This is an optimization exercise on Yosys and OpenROAD, whose aim is small area, a short achievable clock period and few clock cycles per item, not a production implementation. Function was checked by simulation only, so behaviour that the tests miss may differ from the original. Power figures rest on the tool's default switching activity, not on a simulated workload.

// dirty_tracked_field_store_core
module dirty_tracked_field_store_core
(
   input  wire logic                   clock,
   input  wire logic                   reset,
   input  wire logic                   req_tvalid,
   output logic                        req_tready,
   input  wire logic [REQ_TDATA_W-1:0] req_tdata,
   input  wire logic [CMD_W-1:0]       req_tuser,
   output logic                        rsp_tvalid,
   input  wire logic                   rsp_tready,
   output logic [RSP_TDATA_W-1:0]      rsp_tdata,
   output logic [ST_W-1:0]             rsp_tuser,
   output logic                        rsp_tlast,
   input  wire logic                   csr_valid,
   output logic                        csr_ready,
   input  wire logic [0:0]             csr_index,
   input  wire logic [CNT_W-1:0]       csr_data
);
Size: roughly 2,700 flip-flops, roughly 160 I/O pins.
clock: 8.0 ns
lec_check: 0
abc_clock_period_in_ps: 3000
cap_margin: 20
core_margin: 2
core_utilization: 62
cts_cluster_diameter: 60
cts_cluster_size: 30
place_density: 0.72
setup_slack_margin: 4.7
slew_margin: 20
tns_end_percent: 100
run.sh (not shown) runs the stock make flow with config.mk's settings and CLKGATE_MAP_FILE= SYNTH_SCRIPT=/design/flow/synth_recipe.tcl, a recipe that flattens the netlist after the stock synthesis.
Testbench counts at the start, summed over its fixed seeds: cycles 20,626, items 12,000.
Then changed:
--- a/flow/design.v
+++ b/flow/design.v
@@ -276,14 +276,24 @@
          if (a_bad_idx) begin
             a_st = ST_BAD_INDEX;
          end else if (a_bad_lane) begin
             a_st = ST_BAD_LANE;
          end
       end
    end
+   logic [IDX_W-1:0] a_de_idx;
+   always_comb begin
+      a_de_idx = '0;
+      for (int r = 0; r < NR; r++) begin
+         if (q_sel_e_ff[r] || q_sel_o_ff[r]) begin
+            a_de_idx = a_de_idx | {RW'(r), 1'b0};
+         end
+      end
+      a_de_idx[0] = (q_sel_o_ff != '0);
+   end
    logic             b_changed, b_enl, b_mark_old;
    logic [VAL_W-1:0] b_new;
    dtfs_pkg::rsp_type b_res;
    assign b_new  = b_idx_ff[0] ? b_new_o_ff : b_new_e_ff;
    assign b_changed = (b_we_e_ff && (b_new_e_ff != b_old_e_ff)) ||
                       (b_we_o_ff && (b_new_o_ff != b_old_o_ff));
    assign b_enl     = b_changed && in_world && !pending_ff;
@@ -322,15 +332,14 @@
          b_res.delist  = pending_ff && b_drop_ff;
          b_res.pending = 1'b0;
       end
    end
    assign out_valid = b_v_ff && adv;
    assign out_data  = b_res;
    logic [NF-1:0]    w_src, w_one, w_rest, cnt_mask;
-   logic [IDX_W-1:0] w_first;
    logic             w_empty, w_done, w_busy;
    logic             w_many;                 
    logic [NF/2-1:0]  w_any1, w_many1;
    logic [NF/4-1:0]  w_any2, w_many2;
    logic [NF/8-1:0]  w_any3, w_many3;
    logic [NF/16-1:0] w_any4, w_many4;
    logic [NF/32-1:0] w_any5, w_many5;
@@ -381,20 +390,14 @@
    end
    always_comb begin
       w_src   = w_rest_ff;
       w_rest  = w_src & (w_src - 1'b1);
       w_one   = w_src & ~w_rest;
       w_empty = (w_src == '0);
       w_done  = !w_many;
-      w_first = '0;
-      for (int i = 0; i < NF; i++) begin
-         if (w_one[i]) begin
-            w_first = w_first | IDX_W'(i);
-         end
-      end
    end
    logic [NR-1:0]    in_sel_e, in_sel_o;
    logic [CNT_W-1:0] cnt_m1;
    always_comb begin
       for (int r = 0; r < NR; r++) begin
          in_sel_o[r] = (in_idx[IDX_W-1:1] == RW'(r));
       end
@@ -493,25 +496,24 @@
             q_sel_e_ff <= in_sel_e;
             q_fwd_e_ff <= a_we_e && ((q_sel_e_ff & in_sel_e) != '0);
             q_fwd_o_ff <= a_we_o && ((q_sel_o_ff & in_sel_o) != '0);
          end else begin
             q_de_ff   <= !w_empty;
             q_last_ff <= w_done;
             q_cmd_ff  <= w_empty ? CMD_EMPTY : CMD_DUMP;
-            q_idx_ff  <= w_first;
             for (int r = 0; r < NR; r++) begin
                q_sel_e_ff[r] <= w_one[2*r];
                q_sel_o_ff[r] <= w_one[2*r+1];
             end
             q_fwd_e_ff <= 1'b0;
             q_fwd_o_ff <= 1'b0;
             w_rest_ff  <= w_start_ff ? w_all : w_rest;
          end
          b_cmd_ff   <= q_cmd_ff;
-         b_idx_ff   <= q_idx_ff;
+         b_idx_ff   <= q_de_ff ? a_de_idx : q_idx_ff;
          b_ea_ff    <= q_idx_ff[IDX_W-1:1] + RW'(q_idx_ff[0]);
          b_drop_ff  <= q_drop_ff;
          b_de_ff    <= q_de_ff;
          b_last_ff  <= q_last_ff;
          b_st_ff    <= a_st;
          b_new_e_ff <= a_new_e;
          b_new_o_ff <= a_new_o;
Result: Register-to-register slack gets worse by 110 ps. Setup slack gets worse by 110 ps. Clock-buffer cell count came out lower by 3. Power came out lower by 1.2%. Routed wire length hardly moves. Die area came out lower by 0.81%. Synthesized cell count came out lower by 1.1%. Core utilization hardly moves. First-iteration DRC count came out higher by 13%. Combinational power came out lower by 19%. Worst hold slack gets worse by 3.1 ps. Clock skew barely changes. Synthesized area came out lower by 0.82%.
Testbench counts after the change, summed over its fixed seeds: cycles 20,626, items 12,000.

[static timing again, ports no longer ideal]
In the flow no input, the clock included, has a driving cell. The finished layouts below were timed again as built, in two steps. Step 1: set_driving_cell puts a clkbuf_16 on clock and a buf_2 on each other input, an assumption about the parent block. Step 2 times the ports against the registers' clock, not the clock port: input delays grow and output delays shrink by t, the midpoint of the rising clock arrivals with the driver on. Slacks: no drivers / after step 1 / after step 2; pairs: no drivers / after step 1.
run	shift t [ns]	setup WS [ns]	worst hold slack (ns)	worst register clock-pin slew, ns
the first run	0.933	4.607 / 4.607 / 3.877	0.422 / 0.422 / 0.422	0.11 / 0.11
the second run	0.924	4.492 / 4.492 / 3.957	0.419 / 0.419 / 0.419	0.11 / 0.11
After both steps setup and hold are still met in every run listed. The setup slack of the first run, which loses most, moves by 0.000 ns with the drivers and by -0.730 ns with both steps.
